Source: an optimization exercise on an open RTL-to-GDS flow (aim: a short achievable clock period and few clock cycles). Production flows keep margins and buffers that such runs may drop.
In this exercise RTL edits were held to simulation tests only and were not proved equivalent to the original.
Power is estimated from default activity; no workload was simulated.

==> flow/design.v <==
`default_nettype none
package cpuPkg;
  typedef struct packed {
    logic [3:0]                 opcode;
    logic [4-1:0] rd;
    logic [4-1:0] rs;
    logic [4-1:0] rt;
  } regFmt_t;
  typedef struct packed {
    logic [3:0]                 opcode;
    logic [4-1:0] rd;
    logic [7:0]                 imm8;
  } byteFmt_t;
  typedef struct packed {
    logic [3:0]               opcode;
    logic [2:0]               cond;
    logic [9-1:0] offset;
  } brFmt_t;
  typedef union packed {
    regFmt_t  r;
    byteFmt_t imm;
    brFmt_t   br;
  } instWord_t;
  function automatic logic writesReg(input logic [3:0] op);
    case (op)
      4'd0, 4'd1, 4'd2, 4'd4, 4'd5, 4'd6,
      4'd8, 4'd10, 4'd11, 4'd14:
        writesReg = 1'b1;
      default:
        writesReg = 1'b0;
    endcase
  endfunction
  function automatic logic setsFlags(input logic [3:0] op);
    case (op)
      4'd0, 4'd1, 4'd2, 4'd4, 4'd5, 4'd6:
        setsFlags = 1'b1;
      default:
        setsFlags = 1'b0;
    endcase
  endfunction
endpackage
`default_nettype wire
`timescale 1ns/10ps
`default_nettype none
module registerFile (
  input  logic                       clk,
  input  logic                       arstN,
  input  logic [4-1:0] rsAddr,
  input  logic [4-1:0] rtAddr,
  input  logic [4-1:0] rdAddr,
  output logic [16-1:0]     rsData,
  output logic [16-1:0]     rtData,
  output logic [16-1:0]     rdData,
  input  logic                       wrEn,
  input  logic [4-1:0] wrAddr,
  input  logic [16-1:0]     wrData
);
  localparam int Depth = 1 << 4;
  logic [16-1:0] regs [Depth];
  assign regs[0] = '0;
  assign rsData  = regs[rsAddr];
  assign rtData  = regs[rtAddr];
  assign rdData  = regs[rdAddr];
  for (genvar i = 1; i < Depth; i++) begin : gReg
    always_ff @(posedge clk or negedge arstN) begin
      if (!arstN)
        regs[i] <= '0;
      else if (wrEn && wrAddr == i)
        regs[i] <= wrData;
    end
  end
endmodule
`default_nettype wire
`timescale 1ns/10ps
`default_nettype none
module ksAdd #(
  parameter int W   = 16,
  parameter bit CIN = 1'b0
) (
  input  logic [W-1:0] a,
  input  logic [W-1:0] b,
  output logic [W-1:0] s,
  output logic [W:0]   c
);
  logic cin;
  assign cin = CIN;
  localparam int L = (W <= 2) ? 1 : (W <= 4) ? 2 : (W <= 8) ? 3 : (W <= 16) ? 4 : 5;
  logic [W-1:0] g [L+1];
  logic [W-1:0] p [L+1];
  logic [W-1:0] x;
  assign x    = a ^ b;
  assign g[0] = (a & b) | {{(W-1){1'b0}}, x[0] & cin};
  assign p[0] = x;
  for (genvar l = 1; l <= L; l++) begin : gLvl
    localparam int D = 1 << (l - 1);
    for (genvar i = 0; i < W; i++) begin : gBit
      if (i >= D) begin : gMerge
        assign g[l][i] = g[l-1][i] | (p[l-1][i] & g[l-1][i-D]);
        assign p[l][i] = p[l-1][i] & p[l-1][i-D];
      end else begin : gPass
        assign g[l][i] = g[l-1][i];
        assign p[l][i] = p[l-1][i];
      end
    end
  end
  assign c = {g[L], cin};
  assign s = x ^ c[W-1:0];
endmodule
module incDec #(
  parameter int W = 11
) (
  input  logic [W-1:0] a,
  output logic [W-1:0] inc,
  output logic [W-1:0] dec
);
  for (genvar i = 0; i < W; i++) begin : gBit
    if (i == 0) begin : gLsb
      assign inc[i] = !a[i];
      assign dec[i] = !a[i];
    end else begin : gUp
      assign inc[i] = a[i] ^ (&a[i-1:0]);
      assign dec[i] = a[i] ^ !(|a[i-1:0]);
    end
  end
endmodule
module addSext #(
  parameter int W   = 16,
  parameter int K   = 4,
  parameter bit CIN = 1'b0
) (
  input  logic [W-1:0] a,
  input  logic [K-1:0] b,
  output logic [W-1:0] s
);
  logic [K-1:0] lo;
  logic [K:0]   c;
  logic [W-K-1:0] hi, hiInc, hiDec;
  ksAdd #(.W(K), .CIN(CIN)) loAdd (.a(a[K-1:0]), .b(b), .s(lo), .c(c));
  incDec #(.W(W-K)) hiAdj (.a(a[W-1:K]), .inc(hiInc), .dec(hiDec));
  always_comb begin
    if (c[K] && !b[K-1])
      hi = hiInc;
    else if (!c[K] && b[K-1])
      hi = hiDec;
    else
      hi = a[W-1:K];
  end
  assign s = {hi, lo};
endmodule
`default_nettype wire
`timescale 1ns/10ps
`default_nettype none
module cpu (
  input  logic                   clk,
  input  logic                   arstN,
  output logic [16-1:0] pc,
  input  logic [16-1:0] instData,
  output logic [16-1:0] memAddr,
  output logic [16-1:0] memWrData,
  output logic                   memEn,
  output logic                   memWr,
  input  logic [16-1:0] memRdData,
  output logic                   hlt
);
  localparam int W = 16;
  logic         xV;
  logic         xWrR, xLateR, xAddR, xSubR, xXorR, xSllR, xSraR, xRorR;
  logic         xLwR, xSwR, xLlbR, xLhbR, xPcsR, xBrR, xBuR, xHltR;
  logic         xWr;      
  logic         xLate;    
  logic         xAdd, xSub, xXor, xSll, xSra, xRor;
  logic         xLw, xSw, xLlb, xLhb, xPcs, xBr, xBu, xHlt;
  assign xWr = xV && xWrR;
  assign xLate = xV && xLateR;
  assign xAdd = xV && xAddR;
  assign xSub = xV && xSubR;
  assign xXor = xV && xXorR;
  assign xSll = xV && xSllR;
  assign xSra = xV && xSraR;
  assign xRor = xV && xRorR;
  assign xLw = xV && xLwR;
  assign xSw = xV && xSwR;
  assign xLlb = xV && xLlbR;
  assign xLhb = xV && xLhbR;
  assign xPcs = xV && xPcsR;
  assign xBr = xV && xBrR;
  assign xBu = xV && xBuR;
  assign xHlt = xV && xHltR;
  logic [3:0]   xRd;
  logic [3:0]   xImm4;
  logic [7:0]   xImm8;
  logic [2:0]   xCond;
  logic [W-1:0] xA;
  logic [W-1:0] xB;       
  logic [W-1:0] xD;       
  logic [W-1:0] xPcInc;
  logic [W-1:0] xTarget;  
  logic [W-1:0] xZMask;   
  logic         zFlag, vFlag, nFlag;
  logic         mWr;      
  logic         mLoad;    
  logic         mArith;   
  logic [3:0]   mRd;
  logic         mAdd;     
  logic [W-1:0] mRes;     
  logic [W-1:0] mSum;     
  logic [W-1:0] mDiff;
  logic         mAddOvf;
  logic         mSubOvf;
  logic         mSign;    
  logic         mOvf, mN;
  logic [W-1:0] mArithVal, mVal;
  logic         effV, effN;
  logic [W-1:0]   sum, diff, shl, sra, ror, xRes;
  logic [W:0]     sumC, diffC;
  logic [2*W-1:0] rotPair;
  logic           addOvf, subOvf, arith;
  logic           zAdd, zEq, zShift, nZ, nZf;
  logic           xRedirect;
  logic [W-1:1]   xAddr;
  ksAdd #(.W(W), .CIN(1'b0)) addU (.a(xA), .b(xB), .s(sum), .c(sumC));
  ksAdd #(.W(W), .CIN(1'b1)) subU (.a(xA), .b(~xB), .s(diff), .c(diffC));
  assign addOvf  = sumC[W] ^ sumC[W-1];
  assign subOvf  = diffC[W] ^ diffC[W-1];
  assign arith   = xAdd || xSub;
  assign shl     = xA << xImm4;
  assign sra     = $signed(xA) >>> xImm4;
  assign rotPair = {xA, xA} >> xImm4;
  assign ror     = rotPair[W-1:0];
  assign xRes = ({W{xXor}} & (xA ^ xB)) |
                ({W{xSll}} & shl) |
                ({W{xSra}} & sra) |
                ({W{xRor}} & ror) |
                ({W{xLlb}} & {xD[W-1:8], xImm8}) |
                ({W{xLhb}} & {xImm8, xD[7:0]}) |
                ({W{xPcs}} & xPcInc);
  assign zAdd   = ((xA ^ xB) == {xA[W-2:0] | xB[W-2:0], 1'b0}) &&
                  !(xA == 16'h8000 && xB == 16'h8000);
  assign zEq    = xA == xB;
  assign zShift = (xA & xZMask) == '0;
  assign nZ     = xAdd ? zAdd :
                  (xSub || xXor) ? zEq :
                  (xSll || xSra || xRor) ? zShift : zFlag;
  assign nZf    = (xSub || xXor) ? zEq :
                  (xSll || xSra || xRor) ? zShift : zFlag;
  assign xRedirect = (xBr || xBu) && 
  (((xCond) == 3'd0) ? !(zFlag) : 
   ((xCond) == 3'd1) ? (zFlag) : 
   ((xCond) == 3'd2) ? (!(zFlag) && !(effN)) : 
   ((xCond) == 3'd3) ? (effN) : 
   ((xCond) == 3'd4) ? ((zFlag) || !(effN)) : 
   ((xCond) == 3'd5) ? ((zFlag) || (effN)) : 
   ((xCond) == 3'd6) ? (effV) : 1'b1);
  addSext #(.W(W-1), .K(4), .CIN(1'b0)) memAdd (
    .a (xA[W-1:1]),
    .b (xImm4),
    .s (xAddr)
  );
  assign mOvf      = mAdd ? mAddOvf : mSubOvf;
  assign mArithVal = mOvf ? {mSign, {(W-1){!mSign}}} : mAdd ? mSum : mDiff;
  assign mN        = mArithVal[W-1];
  assign effV      = mArith ? mOvf : vFlag;
  assign effN      = mArith ? mN : nFlag;
  assign mVal      = mLoad ? memRdData : mArith ? mArithVal : mRes;
  logic [3:0]   fOp, fRd, fRs, fRt;
  logic [W-1:0] rfRs, rfRt, rfRd;
  logic [W-1:0] aNext, bNext, dNext, zMask;
  logic         fUseRd, fUseRs, fUseRt, fIsB, fHold, fTake, fValid, stall;
  logic         aX, aM, bX, bM, dX, dM;
  logic [W-1:0] pcInc, target, pcNext;
  logic [W-1:1] pcUp, pcDec;
  assign fOp = instData[15:12];
  assign fRd = instData[11:8];
  assign fRs = instData[7:4];
  assign fRt = instData[3:0];
  registerFile regFile (
    .clk     (clk),
    .arstN   (arstN),
    .rsAddr  (fRs),
    .rtAddr  (fRt),
    .rdAddr  (fRd),
    .rsData  (rfRs),
    .rtData  (rfRt),
    .rdData  (rfRd),
    .wrEn    (mWr),
    .wrAddr  (mRd),
    .wrData  (mVal)
  );
  always_comb begin
    fUseRs = 1'b0;
    fUseRt = 1'b0;
    fUseRd = 1'b0;
    case (fOp)
      4'd0, 4'd1, 4'd2: begin
        fUseRs = 1'b1;
        fUseRt = 1'b1;
      end
      4'd4, 4'd5, 4'd6, 4'd8, 4'd13:
        fUseRs = 1'b1;
      4'd9: begin
        fUseRs = 1'b1;
        fUseRd = 1'b1;
      end
      4'd10, 4'd11:
        fUseRd = 1'b1;
      default: ;
    endcase
  end
  assign aX    = xWr && xRd == fRs;
  assign aM    = mWr && mRd == fRs;
  assign bX    = xWr && xRd == fRt;
  assign bM    = mWr && mRd == fRt;
  assign dX    = xWr && xRd == fRd;
  assign dM    = mWr && mRd == fRd;
  assign aNext = aX ? xRes : aM ? mVal : rfRs;
  assign bNext = bX ? xRes : bM ? mVal : rfRt;
  assign dNext = dX ? xRes : dM ? mVal : rfRd;
  assign stall = xLate &&
                 ((fUseRs && xRd == fRs) || (fUseRt && xRd == fRt) ||
                  (fUseRd && fOp != 4'd9 && xRd == fRd));
  assign fValid = !xRedirect && !stall;
  always_comb begin
    case (fOp)
      4'd4: zMask = 16'hffff >> fRt;
      4'd5: zMask = 16'hffff << fRt;
      default:     zMask = 16'hffff;
    endcase
  end
  assign fIsB  = fOp == 4'd12;
  assign fHold = (xAdd && instData[11:9] != 3'd7) ||
                 (xSub && ((instData[11:9]) != 3'd0 && (instData[11:9]) != 3'd1 && (instData[11:9]) != 3'd7));
  assign fTake = fIsB && !fHold && !xRedirect &&
  (((instData[11:9]) == 3'd0) ? !(nZf) : 
   ((instData[11:9]) == 3'd1) ? (nZf) : 
   ((instData[11:9]) == 3'd2) ? (!(nZf) && !(effN)) : 
   ((instData[11:9]) == 3'd3) ? (effN) : 
   ((instData[11:9]) == 3'd4) ? ((nZf) || !(effN)) : 
   ((instData[11:9]) == 3'd5) ? ((nZf) || (effN)) : 
   ((instData[11:9]) == 3'd6) ? (effV) : 1'b1);
  incDec #(.W(W-1)) pcStep (.a(pc[W-1:1]), .inc(pcUp), .dec(pcDec));
  assign pcInc = {pcUp, pc[0]};
  addSext #(.W(W-1), .K(9), .CIN(1'b1)) brAdd (
    .a (pc[W-1:1]),
    .b (instData[9-1:0]),
    .s (target[W-1:1])
  );
  assign target[0] = pc[0];
  always_comb begin
    if (fTake)
      pcNext = target;
    else if (xRedirect)
      pcNext = xBr ? xA : xTarget;
    else if (fOp == 4'd15 || stall)
      pcNext = pc;   
    else
      pcNext = pcInc;
  end
  always_ff @(posedge clk or negedge arstN) begin
    if (!arstN) begin
      pc     <= '0;
      xV     <= 1'b0;
      xWrR    <= 1'b0;
      xLateR  <= 1'b0;
      xAddR   <= 1'b0;
      xSubR   <= 1'b0;
      xXorR   <= 1'b0;
      xSllR   <= 1'b0;
      xSraR   <= 1'b0;
      xRorR   <= 1'b0;
      xLwR    <= 1'b0;
      xSwR    <= 1'b0;
      xLlbR   <= 1'b0;
      xLhbR   <= 1'b0;
      xPcsR   <= 1'b0;
      xBrR    <= 1'b0;
      xBuR    <= 1'b0;
      xHltR   <= 1'b0;
      zFlag  <= 1'b0;
      vFlag  <= 1'b0;
      nFlag  <= 1'b0;
      mWr    <= 1'b0;
      mLoad  <= 1'b0;
      mArith <= 1'b0;
      memEn  <= 1'b0;
      memWr  <= 1'b0;
      hlt    <= 1'b0;
    end else begin
      pc     <= pcNext;
      xV     <= fValid;
      xWrR    <= fRd != '0 &&
                (fOp == 4'd2 || fOp == 4'd4 || fOp == 4'd5 ||
                 fOp == 4'd6 || fOp == 4'd10 || fOp == 4'd11 ||
                 fOp == 4'd14);
      xLateR  <= fRd != '0 &&
                (fOp == 4'd8 || fOp == 4'd0 || fOp == 4'd1);
      xAddR   <= fOp == 4'd0;
      xSubR   <= fOp == 4'd1;
      xXorR   <= fOp == 4'd2;
      xSllR   <= fOp == 4'd4;
      xSraR   <= fOp == 4'd5;
      xRorR   <= fOp == 4'd6;
      xLwR    <= fOp == 4'd8;
      xSwR    <= fOp == 4'd9;
      xLlbR   <= fOp == 4'd10;
      xLhbR   <= fOp == 4'd11;
      xPcsR   <= fOp == 4'd14;
      xBrR    <= fOp == 4'd13;
      xBuR    <= fIsB && fHold;
      xHltR   <= fOp == 4'd15;
      zFlag  <= nZ;
      if (mArith) begin
        vFlag <= mOvf;
        nFlag <= mN;
      end
      mWr    <= xWr || xLate;
      mLoad  <= xLw;
      mArith <= arith;
      memEn  <= xLw || xSw;
      memWr  <= xSw;
      if ((fValid && fOp == 4'd15 && !xSw) || xHlt)
        hlt <= 1'b1;   
    end
  end
  always_ff @(posedge clk) begin
    xRd       <= fRd;
    xImm4     <= fRt;
    xImm8     <= instData[7:0];
    xCond     <= instData[11:9];
    xA        <= aNext;
    xB        <= bNext;
    xD        <= dNext;
    xPcInc    <= pcInc;
    xTarget   <= target;
    xZMask    <= zMask;
    mRd       <= xRd;
    mAdd      <= xAdd;
    mRes      <= xRes;
    mSum      <= sum;
    mDiff     <= diff;
    mAddOvf   <= addOvf;
    mSubOvf   <= subOvf;
    mSign     <= xA[W-1];
    memAddr   <= {xAddr, 1'b0};
    memWrData <= (xSw && mWr && mRd == xRd) ? mVal : xD;
  end
endmodule
`default_nettype wire
==> flow/run.sh <==
#!/bin/bash
# synth_recipe.tcl (not shown) runs the flow's synth.tcl, then flattens the netlist and writes it again
# the make line also repeats each setting of config.mk as NAME=value (left out here)
make -C /OpenROAD-flow-scripts/flow DESIGN_CONFIG=/design/flow/config.mk WORK_HOME=/design/flow/orfs CLKGATE_MAP_FILE= SYNTH_SCRIPT=/design/flow/synth_recipe.tcl finish
==> flow/config.mk <==
export PLATFORM = sky130hd
export DESIGN_NAME = cpu
export DESIGN_NICKNAME = cpu
export VERILOG_FILES = /design/flow/design.v
export SDC_FILE = /design/flow/constraint.sdc
export NUM_CORES = 4
export LEC_CHECK = 0
export CAP_MARGIN = 20
export CORE_MARGIN = 2
export CORE_UTILIZATION = 40
export SETUP_SLACK_MARGIN = 5
export SLEW_MARGIN = 20
export SYNTH_HIERARCHICAL = 1
export SYNTH_MINIMUM_KEEP_SIZE = 0
==> flow/constraint.sdc <==
create_clock -name core_clock -period 8.0 [get_ports {clk}]
set_input_delay 1.6000 -clock core_clock [delete_from_list [all_inputs] [get_ports {clk}]]
set_output_delay 1.6000 -clock core_clock [all_outputs]
set_load 0.01 [all_outputs]
==> results.cfg, run 1 <==
[placement]
routabilityCongestion = 1.005
dpl_cell_area_mm2 = 0.03222
dp_hpwl_mm = 85.60
dpl_worst_slack_ns = 3.314
numPortBuffers = 83

[critical_path]
crit_family = multiplexers
crit_fanout = 5
required_ns = 8.49
worstSetupPathType = primary input to flip-flop
path_cells = buf_16 -> buf_8 -> buf_16 -> buf_6 -> mux4_2 -> a221o_1 -> o21ai_1 -> nand4_1 -> mux2i_1 -> o21ai_1
slowest_stage = mux4_2
slowest_delay_ns = 0.49
start_kind = primary input
cp.arrival_ns = 3.64
cp.buffers_inverters = 4
r2r_start = xImm8[1]
crit_path_start = instData[0]
crit_path_end_kind = flip-flop

[yosys]
synth_nets = 3172
synthCells = 3055
syn_area_per_cell_um2 = 9.960
synth_area_mm2 = 0.03043
yosysWarnings = 23

[grt]
grt_max_degree = 155
overflow = 0
grt_pass1_wl_mm = 199.0
grt_use_total_pct = 34.74
grt_pass1_vias = 28120
grt_antenna_before_repair = 7

[drt]
ant_nets = 0
vias = 28960
drt_iter0_drc = 4468
drtPass1Iterations = 8
wl_per_cell_um = 33.20
drc = 0
wirelength_mm = 141.3
vias_per_cell = 6.805

[timing]
final.setup.tns_ns = 0
finalMaxSlewViolations = 0
skew_ns = 0.04109
finalHoldViolCount = 0
relSlewSlack_pct = 27.67
fin_crit_ns = 3.150
fmax_mhz = 317.4
holdWs_ns = 0.4616
rsz0062_at_grt = yes
period_share_pct = 39.38
fin_ws_ns = 4.850
finalSetupViolCount = 0
worst_pin_slew_ns = 1.082

[clock_tree]
cts-root-buf = clkbuf_16
clk_latency_ns = 0.64
path_clk_slew_ns = 0.06
cts_buffer_depth = 3
cts_buffers = 55
ctsHoldBuffers = 0
cts.sinks = 476
cts.htree.levels = 2
cts_tree = built

[min_path]
hold_class = flip-flop to flip-flop
min_from = xRd[0]

[floorplan]
core_mm2 = 0.07557
die_w_um = 279.8
row_count = 101
ios = 85
die_height_um = 279.8
initial_core_util_pct = 40.26
die-area_mm2 = 0.07829

[pwr]
p_total_uw = 11840
leakage_uw = 0.01633
power_density_mw_per_mm2 = 308.3
ir_worst_vdd_mv = 0.2136

[finish]
fin_area_mm2 = 0.03841
fin_nets = 3344
drive_gt1_share_pct = 33.04
area_growth_pct = 26.25

[status]
status = finished clean

[flow_run]
max-cap-violations = 0
==> registers in the layout, indices dropped and copies added, names as in the netlist, 16 cells and up <==
register / count
xD: 16
memWrData: 16
xTarget: 16
xB: 16
xZMask: 16
regFile.regs: 240
pc: 16
mRes: 16
xA: 16
mDiff: 16
mSum: 16
==> worst paths after layout <==
kind	depth (start not counted)	end	slack [ns]
max	10	xB[3]	4.85
max reg2reg	7	xB[0]	5.04
min reg2reg	0	mRd[0]	0.46
min in group asynchronous	1	regFile.regs[11][11]	0.87
min	0	mRd[0]	0.46
max in group asynchronous	2	pc[9]	5.68
==> where the power goes <==
group	switching (uW)	internal (uW)	leakage (uW)
Combinational	2690	2280	0.0102
Sequential	963	3250	0.00517
Clock	1120	1540	0.000923
==> cell type report <==
class / instances / area (um^2)
clock inverters: 35 / 380.4
diodes: 5 / 12.51
repair buffers: 372 / 4549
well taps: 978 / 1224
multi-input cells: 2203 / 19290
fillers: 6708 / 37160
inverters: 119 / 480.5
clock buffers: 67 / 1511
flip-flops and latches: 476 / 10970
==> per-stage QoR <==
| stage | utilization [%] | cells |
|---|---|---|
| 6_report | 50.83 | 4255 |
| 2_1_floorplan | - | 3055 |
| 5_1_grt | 50.82 | 4251 |
| 3_5_place_dp | 42.64 | 3935 |
| 3_3_place_gp | 42.64 | 3935 |
| 4_1_cts | 48.83 | 4188 |
==> metal layers <==
layer	vias up	GRT usage, %	part of all wire, %
met4	8	23.12	8.7
met5	-	0.4378	0.071
met2	2098	53.35	43
met1	14170	42.29	37
met3	788	10.08	11
li1	11900	-	-
==> placed cells by master (no fill, tap or decap), types with 20 or more instances in the layout <==
| cell | instances |
|---|---|
| a22oi_1 | 113 |
| ha_1 | 74 |
| o211ai_1 | 20 |
| nand3_1 | 35 |
| dfxtp_1 | 186 |
| a21oi_1 | 98 |
| xor2_1 | 64 |
| inv_1 | 105 |
| a21o_1 | 22 |
| a211oi_1 | 30 |
| buf_6 | 22 |
| nor2b_4 | 23 |
| a22oi_2 | 24 |
| mux2i_1 | 179 |
| o21ai_0 | 61 |
| clkbuf_16 | 60 |
| nor3_2 | 28 |
| nand2_1 | 168 |
| a32oi_1 | 28 |
| nor2b_1 | 31 |
| mux4_2 | 32 |
| a211o_1 | 20 |
| dfrtp_1 | 271 |
| o22ai_1 | 44 |
| xnor2_1 | 39 |
| dlygate4sd2_1 | 50 |
| nand4_1 | 26 |
| nor3_1 | 32 |
| mux2_2 | 300 |
| o21ai_1 | 29 |
| buf_12 | 49 |
| a221oi_2 | 20 |
| nor2_1 | 95 |
| a211oi_2 | 23 |
| buf_4 | 178 |
| a22o_1 | 55 |
==> timing repair <==
action	CTS	global route
cloned	31	7
gates resized for setup	295	189
buffers inserted	120	54
hold endpoints to repair	0	0
setup endpoints to repair	135	72
pin swaps	42	67
Testbench counts, summed over its fixed seeds: cycles 17,417.
==> run 2, diff against run 1 <==
--- a/flow/config.mk
+++ b/flow/config.mk
@@ -7,7 +7,7 @@
 export LEC_CHECK = 0
 export CAP_MARGIN = 20
 export CORE_MARGIN = 2
-export CORE_UTILIZATION = 40
+export CORE_UTILIZATION = 30
 export SETUP_SLACK_MARGIN = 5
 export SLEW_MARGIN = 20
 export SYNTH_HIERARCHICAL = 1
==> results.cfg, run 2 <==
[finish]
mostFrequentLayoutCells = mux2_2 (301), dfrtp_1 (268), dfxtp_1 (188), mux2i_1 (182), nand2_1 (167)
instances_no_fill = 4586
area_growth_pct = 24.51
largest_reg_flops = 240
fin_nets = 3299
drive_gt1_share_pct = 30.31
mostFrequentLayoutCell = mux2_2
fin_area_mm2 = 0.03789
regMostFlops = regFile.regs
fin_util_pct = 37.78

[pwr]
ir_worst_vdd_mv = 0.1810
leakage_uw = 0.01584
internal_power_uw = 6937
p_seq_share_pct = 36.0
power_switching_uw = 4685
switching_share_pct = 40.31
power_density_mw_per_mm2 = 306.7
comb_power_share_pct = 41.3
clkPwrFrac_pct = 22.7

[grt]
overflow = 0
grt_pass1_vias = 27060
grt_pass1_wl_mm = 192.1
grt_max_degree = 115
grt_use_total_pct = 25.21
grt_antenna_before_repair = 3

[clock_tree]
cts.htree.levels = 2
cts-root-buf = clkbuf_16
path_clk_slew_ns = 0.06
cts_tree = built
clk_latency_ns = 0.66
cts.sinks = 476
ctsHoldBuffers = 0
cts_buffer_depth = 3
cts_buffers = 55

[timing]
final.setup.tns_ns = 0
finalSetupViolCount = 0
worst_pin_slew_ns = 1.015
rsz0062_at_grt = yes
relSlewSlack_pct = 32.31
finalMaxSlewViolations = 0
period_share_pct = 38.88
fin_crit_ns = 3.111
holdWs_ns = 0.4064
skew_ns = 0.03280
finalHoldViolCount = 0
fmax_mhz = 321.5

[critical_path]
crit_path_end_kind = flip-flop
crit_fanout = 22
start_kind = primary input
reg2reg_depth = 8
r2r_start = xV
cp.arrival_ns = 3.68
r2r_slack_ns = 4.99
required_ns = 8.57
worstSetupPathType = primary input to flip-flop
timing.rr.end = hlt

[drt]
drc = 0
ant_nets = 0
wl_per_cell_um = 29.62
wirelength_mm = 135.8
vias_per_cell = 6.149
drt_iter0_drc = 4224
vias = 28200
drtPass1Iterations = 8

[placement]
numPortBuffers = 83
dp.cells = 4320
dp_hpwl_mm = 84.29
dpl_cell_area_mm2 = 0.03271
routabilityCongestion = 0.9637

[min_path]
hold_class = flip-flop to flip-flop
min_from = pc[0]
holdPathEnd = xTarget[0]
hold_depth = 0

[flow_run]
max-cap-violations = 0

[floorplan]
die_height_um = 322.5
initial_core_util_pct = 30.34
ios = 85
row_count = 116
die-area_mm2 = 0.1040
core_mm2 = 0.1003
die_w_um = 322.5

[yosys]
synth_area_mm2 = 0.03043
yosysWarnings = 23
synth_nets = 3172
syn_area_per_cell_um2 = 9.960
synthCells = 3055

[status]
status = finished clean
==> run 2: worst max-delay path by stage <==
stage,from,to,slack (ns)
2_1_floorplan,instData[11],pc[10],4.77
3_3_place_gp,instData[8],xD[6],3.42
5_1_grt,instData[0],xB[7],4.87
3_5_place_dp,instData[7],xA[11],3.37
4_1_cts,instData[4],pc[14],4.88
6_report,instData[1],xB[6],4.89
==> run 2: repair_timing <==
item | in CTS | in global routing
pin swaps | 20 | 39
cloned | 24 | 6
endpoints found under the setup margin | 132 | 75
gates resized for setup | 271 | 122
setup buffers | 92 | 39
==> run 2: per-stage QoR <==
stage	setup WS, ns	power (uW)
floorplan	4.774	6862
global placement	3.420	8450
detailed placement	3.371	8482
CTS	4.880	11320
global route	4.870	12100
finish	4.889	11620
==> run 2: power by group through the flow <==
stage / Clock [uW] / Combinational [uW] / Sequential [uW]
2_1_floorplan: 0 / 3010 / 3860
3_3_place_gp: 0 / 4240 / 4210
3_5_place_dp: 0 / 4270 / 4210
4_1_cts: 2650 / 4550 / 4120
5_1_grt: 2750 / 5110 / 4240
6_report: 2640 / 4800 / 4190
==> run 2: area by class of cell <==
class	count	area, um^2
Fill cell	9802	62400
Tap cell	1357	1698
Clock buffer	83	1613
Inverter	119	475.5
Multi-Input combinational cell	2202	18930
Antenna cell	2	5.005
Clock inverter	19	235.2
Timing Repair Buffer	327	3959
Timing Repair inverter	1	5.005
Sequential cell	476	10970
==> run 2: worst max-delay path, cell delays in order <==
cell and delay (ns):
buf_12 0.18, buf_16 0.19, nor2b_1 0.59, a22oi_1 0.20
o221ai_1 0.23, a211o_1 0.23, nor2b_1 0.20, a211oi_1 0.06
a21oi_1 0.16
==> run 2: routing by layer <==
layer  up-vias  routed length [um]  track usage, %  share of wire [%]
met3       606               15860           7.183                 12
met1     13820               52900           32.27                 39
met4         2                9936           14.69                7.3
li1      11790                   -               -                  -
met2      1986               57120           37.78                 42
met5         -                  36               0              0.027
==> run 3, diff against run 2 <==
--- a/flow/config.mk
+++ b/flow/config.mk
@@ -7,7 +7,8 @@
 export LEC_CHECK = 0
 export CAP_MARGIN = 20
 export CORE_MARGIN = 2
-export CORE_UTILIZATION = 30
+export CORE_UTILIZATION = 40
+export GPL_ROUTABILITY_DRIVEN = 0
 export SETUP_SLACK_MARGIN = 5
 export SLEW_MARGIN = 20
 export SYNTH_HIERARCHICAL = 1
==> results.cfg, run 3 <==
[status]
status = finished clean

[grt]
grt_max_degree = 146
grt_pass1_wl_mm = 186.3
grt_use_total_pct = 31.96
overflow = 0
grt_pass1_vias = 27690
grt_antenna_before_repair = 4

[timing]
fmax_mhz = 322.9
finalSetupViolCount = 0
period_share_pct = 38.71
worst_pin_slew_ns = 1.073
final.setup.tns_ns = 0
fin_crit_ns = 3.097
finalMaxSlewViolations = 0
relSlewSlack_pct = 28.30
skew_ns = 0.05166
rsz0062_at_grt = yes
finalHoldViolCount = 0

[critical_path]
crit_path_end_kind = flip-flop
crit_fanout = 24
r2r_slack_ns = 5.04
worstSetupPathType = primary input to flip-flop
cp.arrival_ns = 3.61
required_ns = 8.51
start_kind = primary input

[drt]
ant_nets = 0
wl_per_cell_um = 31.08
wirelength_mm = 130.5
vias = 28790
drc = 0
drt_iter0_drc = 4548
drtPass1Iterations = 12
vias_per_cell = 6.859

[finish]
fillCellCount = 6797
area_growth_pct = 22.10
fin_nets = 3291
largest_reg_flops = 240
instances_no_fill = 4198
mostFrequentLayoutCells = mux2_2 (300), dfrtp_1 (267), dfxtp_1 (182), mux2i_1 (181), nand2_1 (167)
drive_gt1_share_pct = 30.38
regMostFlops = regFile.regs
mostFrequentLayoutCell = mux2_2

[yosys]
syn_area_per_cell_um2 = 9.960
synthCells = 3055
synth_nets = 3172
synth_area_mm2 = 0.03043
yosysWarnings = 23

[min_path]
hold_class = flip-flop to flip-flop

[floorplan]
initial_core_util_pct = 40.26
die-area_mm2 = 0.07829
die_w_um = 279.8
row_count = 101
die_height_um = 279.8
ios = 85
core_mm2 = 0.07557

[pwr]
ir_worst_vdd_mv = 0.1796
power_density_mw_per_mm2 = 313.1
leakage_uw = 0.01577

[clock_tree]
cts_buffer_depth = 3
cts-root-buf = clkbuf_16
ctsHoldBuffers = 0
path_clk_slew_ns = 0.06
clk_latency_ns = 0.68
cts_buffers = 54
cts_tree = built
cts.htree.levels = 2
cts.sinks = 476

[placement]
dp_hpwl_mm = 82.17
numPortBuffers = 83
dp.cells = 3933

[flow_run]
max-cap-violations = 0
==> run 3: changes by cell type in the layout (fill, tap and decap cells not counted), moves of 6 or more <==
cell       before  now
clkbuf_1       16   10
dfxtp_1       188  182
clkbuf_16      57   63
buf_16         26   18
buf_4         159  166
clkinv_2        4   10
nor2b_2         4   13
nor2b_1        44   38
buf_12         35   26
==> run 3: cell type report <==
type	count	area [um^2]	share of cell area, %
Antenna cell	1	2.502	0.006736
Clock buffer	75	1563	4.206
Clock inverter	26	267.8	0.7207
Inverter	119	467.9	1.260
Multi-Input combinational cell	2198	18820	50.66
Sequential cell	476	10990	29.58
Tap cell	978	1224	3.294
Timing Repair Buffer	325	3817	10.28
==> run 3: what timing repair did <==
action / 4_1_cts / 5_1_grt
pin swaps: 12 / 60
cloned: 21 / 7
gates resized for setup: 242 / 140
endpoints found under the setup margin: 373 / 64
setup buffers: 77 / 58
==> run 3: worst paths after layout <==
check | startpoint | to | cells after the start
min in group asynchronous | arstN | regFile.regs[13][9] | 1
max in group asynchronous | arstN | pc[9] | 2
max | instData[9] | xD[3] | 9
min reg2reg | pc[0] | xTarget[0] | 0
max reg2reg | xA[8] | pc[13] | 11
min | pc[0] | xTarget[0] | 0
==> run 3: power by group <==
part	leakage (uW)	internal [uW]	switching, uW
combinational	0.00972	2190	2580
clock	0.000889	1500	1110
sequential	0.00517	3260	1000
total	0.0158	6940	4690
==> run 3: routing by layer <==
metal / routed length (um) / track usage [%] / vias to the layer above
li1: - / - / 11760
met1: 47680 / 39.00 / 13970
met2: 55970 / 49.06 / 2309
met3: 15870 / 9.425 / 746
met4: 10850 / 20.92 / 12
met5: 111 / 0 / -
==> run 3: per-stage QoR <==
stage	hold WS (ns)	util (%)	instance area, um^2	worst slack, ns	power (uW)
global route	0.4568	49.16	37150	4.909	12060
finish	0.4431	49.16	37150	4.903	11630
CTS	0.4507	47.48	35880	4.926	11190
detailed placement	0.4451	42.54	32150	3.237	8453
global placement	0.4449	42.54	32150	3.366	8330
floorplan	0.3258	-	31190	4.774	6862
==> run 3: critical path, cell delays in order <==
cell,delay (ns)
buf_12,0.19
buf_16,0.21
or3b_4,0.31
buf_4,0.21
o22ai_1,0.09
a221oi_1,0.21
o2111ai_1,0.38
mux2i_1,0.30
o21ai_1,0.08
==> run 4, diff against run 3 <==
--- a/flow/design.v
+++ b/flow/design.v
@@ -45,9 +45,9 @@
 module registerFile (
   input  logic                       clk,
   input  logic                       arstN,
-  input  logic [4-1:0] rsAddr,
-  input  logic [4-1:0] rtAddr,
-  input  logic [4-1:0] rdAddr,
+  input  logic [(1<<4)-1:0] rsSel,   
+  input  logic [(1<<4)-1:0] rtSel,
+  input  logic [(1<<4)-1:0] rdSel,
   output logic [16-1:0]     rsData,
   output logic [16-1:0]     rtData,
   output logic [16-1:0]     rdData,
@@ -58,9 +58,16 @@
   localparam int Depth = 1 << 4;
   logic [16-1:0] regs [Depth];
   assign regs[0] = '0;
-  assign rsData  = regs[rsAddr];
-  assign rtData  = regs[rtAddr];
-  assign rdData  = regs[rdAddr];
+  always_comb begin
+    rsData = '0;
+    rtData = '0;
+    rdData = '0;
+    for (int i = 1; i < Depth; i++) begin
+      rsData = rsData | ({16{rsSel[i]}} & regs[i]);
+      rtData = rtData | ({16{rtSel[i]}} & regs[i]);
+      rdData = rdData | ({16{rdSel[i]}} & regs[i]);
+    end
+  end
   for (genvar i = 1; i < Depth; i++) begin : gReg
     always_ff @(posedge clk or negedge arstN) begin
       if (!arstN)
@@ -276,9 +283,9 @@
   registerFile regFile (
     .clk     (clk),
     .arstN   (arstN),
-    .rsAddr  (fRs),
-    .rtAddr  (fRt),
-    .rdAddr  (fRd),
+    .rsSel   (16'd1 << fRs),
+    .rtSel   (16'd1 << fRt),
+    .rdSel   (16'd1 << fRd),
     .rsData  (rfRs),
     .rtData  (rfRt),
     .rdData  (rfRd),
--- a/flow/config.mk
+++ b/flow/config.mk
@@ -8,7 +8,6 @@
 export CAP_MARGIN = 20
 export CORE_MARGIN = 2
 export CORE_UTILIZATION = 40
-export GPL_ROUTABILITY_DRIVEN = 0
 export SETUP_SLACK_MARGIN = 5
 export SLEW_MARGIN = 20
 export SYNTH_HIERARCHICAL = 1
==> results.cfg, run 4 <==
[clock_tree]
cts_tree = built
cts_buffers = 54
cts_buffer_depth = 3
ctsHoldBuffers = 0
cts.htree.levels = 2
cts-root-buf = clkbuf_16
path_clk_slew_ns = 0.06
clk_latency_ns = 0.63
cts.sinks = 476

[pwr]
internal_power_uw = 6702
clkPwrFrac_pct = 23.8
power_density_mw_per_mm2 = 327.1
p_seq_share_pct = 37.3
leakage_uw = 0.01412
comb_power_share_pct = 38.9
power_switching_uw = 4244
ir_worst_vdd_mv = 0.1847
switching_share_pct = 38.77
p_total_uw = 10950

[critical_path]
required_ns = 8.48
start_kind = primary input
path_cells = buf_6 -> nand2b_4 -> buf_4 -> nor2_4 -> a222oi_1 -> and3_1 -> nand4_1 -> nor2b_4 -> a211oi_2 -> a21oi_1
cp.buffers_inverters = 2
crit_path_end_kind = flip-flop
crit_fanout = 18
cp.arrival_ns = 3.49
crit_family = simple AND/OR/NAND/NOR gates
slowest_delay_ns = 0.32
worstSetupPathType = primary input to flip-flop
slowest_stage = a222oi_1

[finish]
area_growth_pct = 20.20
instances_no_fill = 3808
mostFrequentLayoutCells = mux2_2 (277), dfrtp_1 (268), a22oi_1 (229), dfxtp_1 (187), nand2_1 (143)
largest_reg_flops = 240
drive_gt1_share_pct = 27.36
multiInputGateArea_mm2 = 0.01649
fin_nets = 2948
fillCellCount = 6296
regMostFlops = regFile.regs
regArea_mm2 = 0.01097
mostFrequentLayoutCell = mux2_2

[drt]
drc = 0
vias = 24500
drtPass1Iterations = 7
wl_per_cell_um = 27.92
drt_iter0_drc = 2968
vias_per_cell = 6.434
ant_nets = 0
wirelength_mm = 106.3

[floorplan]
ios = 85
die_height_um = 267.8
die-area_mm2 = 0.07171
initial_core_util_pct = 40.51
row_count = 96
die_w_um = 267.8
core_mm2 = 0.06871

[placement]
dp_hpwl_mm = 71.03
routabilityCongestion = 0.9632
dp.cells = 3623
numPortBuffers = 83

[yosys]
synth_nets = 2896
syn_area_per_cell_um2 = 10.02
yosysWarnings = 23
synth_area_mm2 = 0.02783
synthCells = 2779

[grt]
grt_antenna_before_repair = 1
grt_use_total_pct = 28.81
overflow = 0
grt_max_degree = 154
grt_pass1_wl_mm = 155.0
grt_pass1_vias = 24070

[timing]
relSlewSlack_pct = 20.46
final.setup.tns_ns = 0
skew_ns = 0.01473
rsz0062_at_grt = yes
finalMaxSlewViolations = 0
finalSetupViolCount = 0
worst_pin_slew_ns = 1.193
finalHoldViolCount = 0
fin_crit_ns = 3.015
holdWs_ns = 0.3946
fmax_mhz = 331.7
period_share_pct = 37.69

[flow_run]
max-cap-violations = 0

[min_path]
hold_class = flip-flop to flip-flop

[status]
status = finished clean
## run 4: power groups by stage
stage,Sequential [uW],Combinational [uW],Clock (uW)
finish,4090,4250,2600
global route,4170,4590,2750
CTS,4040,4080,2650
detailed placement,4130,3930,0
global placement,4080,3840,0
floorplan,3910,2670,0
## run 4: worst register-to-register path: stages (launching register included)
cell,delay (ns)
dfxtp_2,0.32
buf_6,0.38
mux4_2,0.61
nand2_1,0.08
o21ai_0,0.08
a22oi_1,0.37
o211ai_1,0.24
a211oi_4,0.56
a21oi_1,0.17
## run 4: layer usage
metal  GRT usage, %  up-vias  share of wire [%]
met1          36.52    12180                 40
met5              0        -              0.012
met3          5.122      327                8.3
li1               -    10630                  -
met4          14.07        2                5.3
met2          47.49     1362                 47
## run 4: path summary, 6_finish.rpt
check / from / to / slack, ns / depth (start not counted)
max: instData[1] / xB[6] / 4.98 / 10
min: pc[0] / xTarget[0] / 0.39 / 0
max reg2reg: xImm8[0] / xB[10] / 5.06 / 8
min reg2reg: pc[0] / xTarget[0] / 0.39 / 0
max in group asynchronous: arstN / pc[11] / 5.67 / 2
min in group asynchronous: arstN / regFile.regs[1][10] / 0.92 / 1
## run 4: metrics by stage
stage                     setup slack [ns]  area [um^2]  utilization (%)
after floorplan                      4.713        28640                -
after global placement               2.770        29920            43.55
after detailed placement             2.683        29920            43.55
after CTS                            4.981        32700            47.59
after global routing                 4.960        33450            48.69
final                                4.985        33460            48.70
## run 4: cell type report
class	count	area share (%)
Multi-Input combinational cell	1947	49.27
Sequential cell	476	32.79
Timing Repair Buffer	245	7.607
Clock buffer	71	4.566
Tap cell	931	3.482
Inverter	107	1.223
Clock inverter	30	1.047
Antenna cell	1	0.007479
## run 4: what timing repair did
| action | in CTS | in global routing |
|---|---|---|
| resized for setup | 236 | 99 |
| pin swaps | 29 | 49 |
| cloned | 4 | 6 |
| setup endpoints to repair | 144 | 51 |
| buffers inserted | 44 | 29 |
Testbench counts of run 4, summed over its fixed seeds: cycles 17,417.
==> run 5, diff against run 4 <==
--- a/flow/config.mk
+++ b/flow/config.mk
@@ -7,7 +7,7 @@
 export LEC_CHECK = 0
 export CAP_MARGIN = 20
 export CORE_MARGIN = 2
-export CORE_UTILIZATION = 40
+export CORE_UTILIZATION = 30
 export SETUP_SLACK_MARGIN = 5
 export SLEW_MARGIN = 20
 export SYNTH_HIERARCHICAL = 1
==> results.cfg, run 5 <==
[critical_path]
worstSetupPathType = primary input to flip-flop
crit_path_start = instData[3]
crit_fanout = 16
crit_path_end_kind = flip-flop
r2r_start = xV
cp.arrival_ns = 3.64
reg2reg_depth = 10
required_ns = 8.56
start_kind = primary input
timing.rr.end = pc[9]
r2r_slack_ns = 5.00

[min_path]
holdPathEnd = xTarget[0]
min_from = pc[0]
hold_class = flip-flop to flip-flop
hold_depth = 0

[clock_tree]
cts_tree = built
path_clk_slew_ns = 0.06
cts.sinks = 476
cts.htree.levels = 2
cts-root-buf = clkbuf_16
ctsHoldBuffers = 0
clk_latency_ns = 0.64
cts_buffers = 53
cts_buffer_depth = 3

[yosys]
yosysWarnings = 23
synthCells = 2779
syn_area_per_cell_um2 = 10.02
synth_area_mm2 = 0.02783
synth_nets = 2896

[timing]
finalMaxSlewViolations = 0
period_share_pct = 38.48
rsz0062_at_grt = yes
finalSetupViolCount = 0
worst_pin_slew_ns = 1.154
skew_ns = 0.02246
finalHoldViolCount = 0
fin_crit_ns = 3.079
relSlewSlack_pct = 23.08
final.setup.tns_ns = 0
fmax_mhz = 324.8

[floorplan]
initial_core_util_pct = 30.32
die_w_um = 308.6
die_height_um = 308.6
row_count = 111
core_mm2 = 0.09180
ios = 85
die-area_mm2 = 0.09523

[finish]
largest_reg_flops = 240
regMostFlops = regFile.regs
drive_gt1_share_pct = 29.39
mostFrequentLayoutCell = mux2_2
fin_area_mm2 = 0.03474
fin_nets = 2982
regArea_mm2 = 0.01097
fin_util_pct = 37.84
fillCellCount = 8846
multiInputGateArea_mm2 = 0.01689
mostFrequentLayoutCells = mux2_2 (277), dfrtp_1 (267), a22oi_1 (228), dfxtp_1 (190), nand2_1 (140)
area_growth_pct = 24.81

[pwr]
switching_share_pct = 38.78
power_switching_uw = 4237
clkPwrFrac_pct = 23.4
comb_power_share_pct = 39.6
internal_power_uw = 6689
p_seq_share_pct = 37.0
leakage_uw = 0.01443
ir_worst_vdd_mv = 0.2382
power_density_mw_per_mm2 = 314.5

[placement]
routabilityCongestion = 0.9711
numPortBuffers = 83
dpl_cell_area_mm2 = 0.03027
dp_hpwl_mm = 67.71

[drt]
wl_per_cell_um = 25.76
ant_nets = 0
vias_per_cell = 5.903
wirelength_mm = 107.0
vias = 24510
drtPass1Iterations = 11
drt_iter0_drc = 2645
drc = 0

[flow_run]
max-cap-violations = 0

[grt]
grt_antenna_before_repair = 2
grt_pass1_vias = 23410
grt_pass1_wl_mm = 155.2
overflow = 0
grt_use_total_pct = 21.58
grt_max_degree = 112

[status]
status = finished clean
[run 5: power groups by stage]
stage	Sequential, uW	Clock, uW	Combinational, uW
6_report	4040	2560	4330
5_1_grt	4140	2700	4670
4_1_cts	4010	2590	4060
3_5_place_dp	4100	0	3880
3_3_place_gp	4070	0	3840
2_1_floorplan	3910	0	2670
[run 5: layout make-up]
class	instances	area share (%)
Clock inverter	24	0.8031
Clock buffer	75	4.401
Antenna cell	1	0.007203
Sequential cell	476	31.57
Multi-Input combinational cell	1949	48.63
Tap cell	1243	4.477
Inverter	107	1.163
Timing Repair Buffer	278	8.953
[run 5: repair_timing]
action                                  in CTS  in global routing
gates cloned                                14                  5
endpoints found under the setup margin     141                 64
pin swaps                                   40                 64
resized for setup                          255                152
setup buffers                               75                 33
[run 5: worst max path at each step]
| stage | end | slack [ns] | cells past startpoint |
|---|---|---|---|
| 2_1_floorplan | xD[9] | 4.71 | 12 |
| 3_3_place_gp | pc[10] | 2.71 | 9 |
| 3_5_place_dp | pc[13] | 2.97 | 9 |
| 4_1_cts | pc[3] | 5.00 | 1 |
| 5_1_grt | pc[13] | 4.91 | 11 |
| 6_report | xB[12] | 4.92 | 12 |
[run 5: critical path, cell delays in order]
cell      delay (ns)
buf_8           0.09
buf_12          0.11
buf_4           0.11
nand2b_4        0.12
buf_4           0.17
nor2_4          0.46
a22oi_1         0.14
and3_1          0.27
nand4_1         0.19
nor2b_2         0.19
a211oi_2        0.04
a21oi_1         0.12
[run 5: routing by layer]
metal | vias up | GRT usage [%] | share of wire [%]
li1 | 10710 | - | -
met2 | 1451 | 34.62 | 46
met3 | 347 | 4.659 | 9.4
met1 | 12000 | 27.71 | 39
met4 | 4 | 9.983 | 5.1
met5 | - | 0 | 0.045
[run 5: per-stage QoR]
stage                     std cells  hold WS, ns  power (uW)  setup WS, ns
after floorplan                2779       0.3290        6580         4.713
after global placement         3925       0.3921        7918         2.711
after detailed placement       3926       0.4014        7979         2.967
after CTS                      4114       0.4101       10660         5.002
after global routing           4152       0.4391       11510         4.907
final                          4153       0.4111       10930         4.921

[afterwards: timing with drivers on the ports]
The flow's constraints put no driver on any port. The routed layouts listed below were extracted and timed again, unchanged, in two steps.
Step 1, drivers: a clkbuf_16 drives clk and a buf_2 each remaining input, both assumed.
Step 2 adds t to the input delays and takes it off the output delays; t is the mean of the earliest and latest rising clock arrival at the registers after step 1. Input paths then give back, and output paths get back, about the clock's delay inside the block.
Three values: no drivers, after step 1, after step 2; two values: the first two.
run | t (ns) | slack for setup (ns) | pins driven straight from the clock port
run 1 | 0.699 | 4.850 / 4.750 / 4.051 | 1
run 2 | 0.710 | 4.889 / 4.742 / 4.032 | 1
run 3 | 0.724 | 4.903 / 4.852 / 4.129 | 1
run 4 | 0.677 | 4.985 / 4.976 / 4.328 | 1
run 5 | 0.702 | 4.921 / 4.944 / 4.243 | 1
After both steps every run listed still meets setup and hold. The setup slack of run 2, which loses most, moves by -0.147 ns with the drivers and by -0.857 ns with both steps.
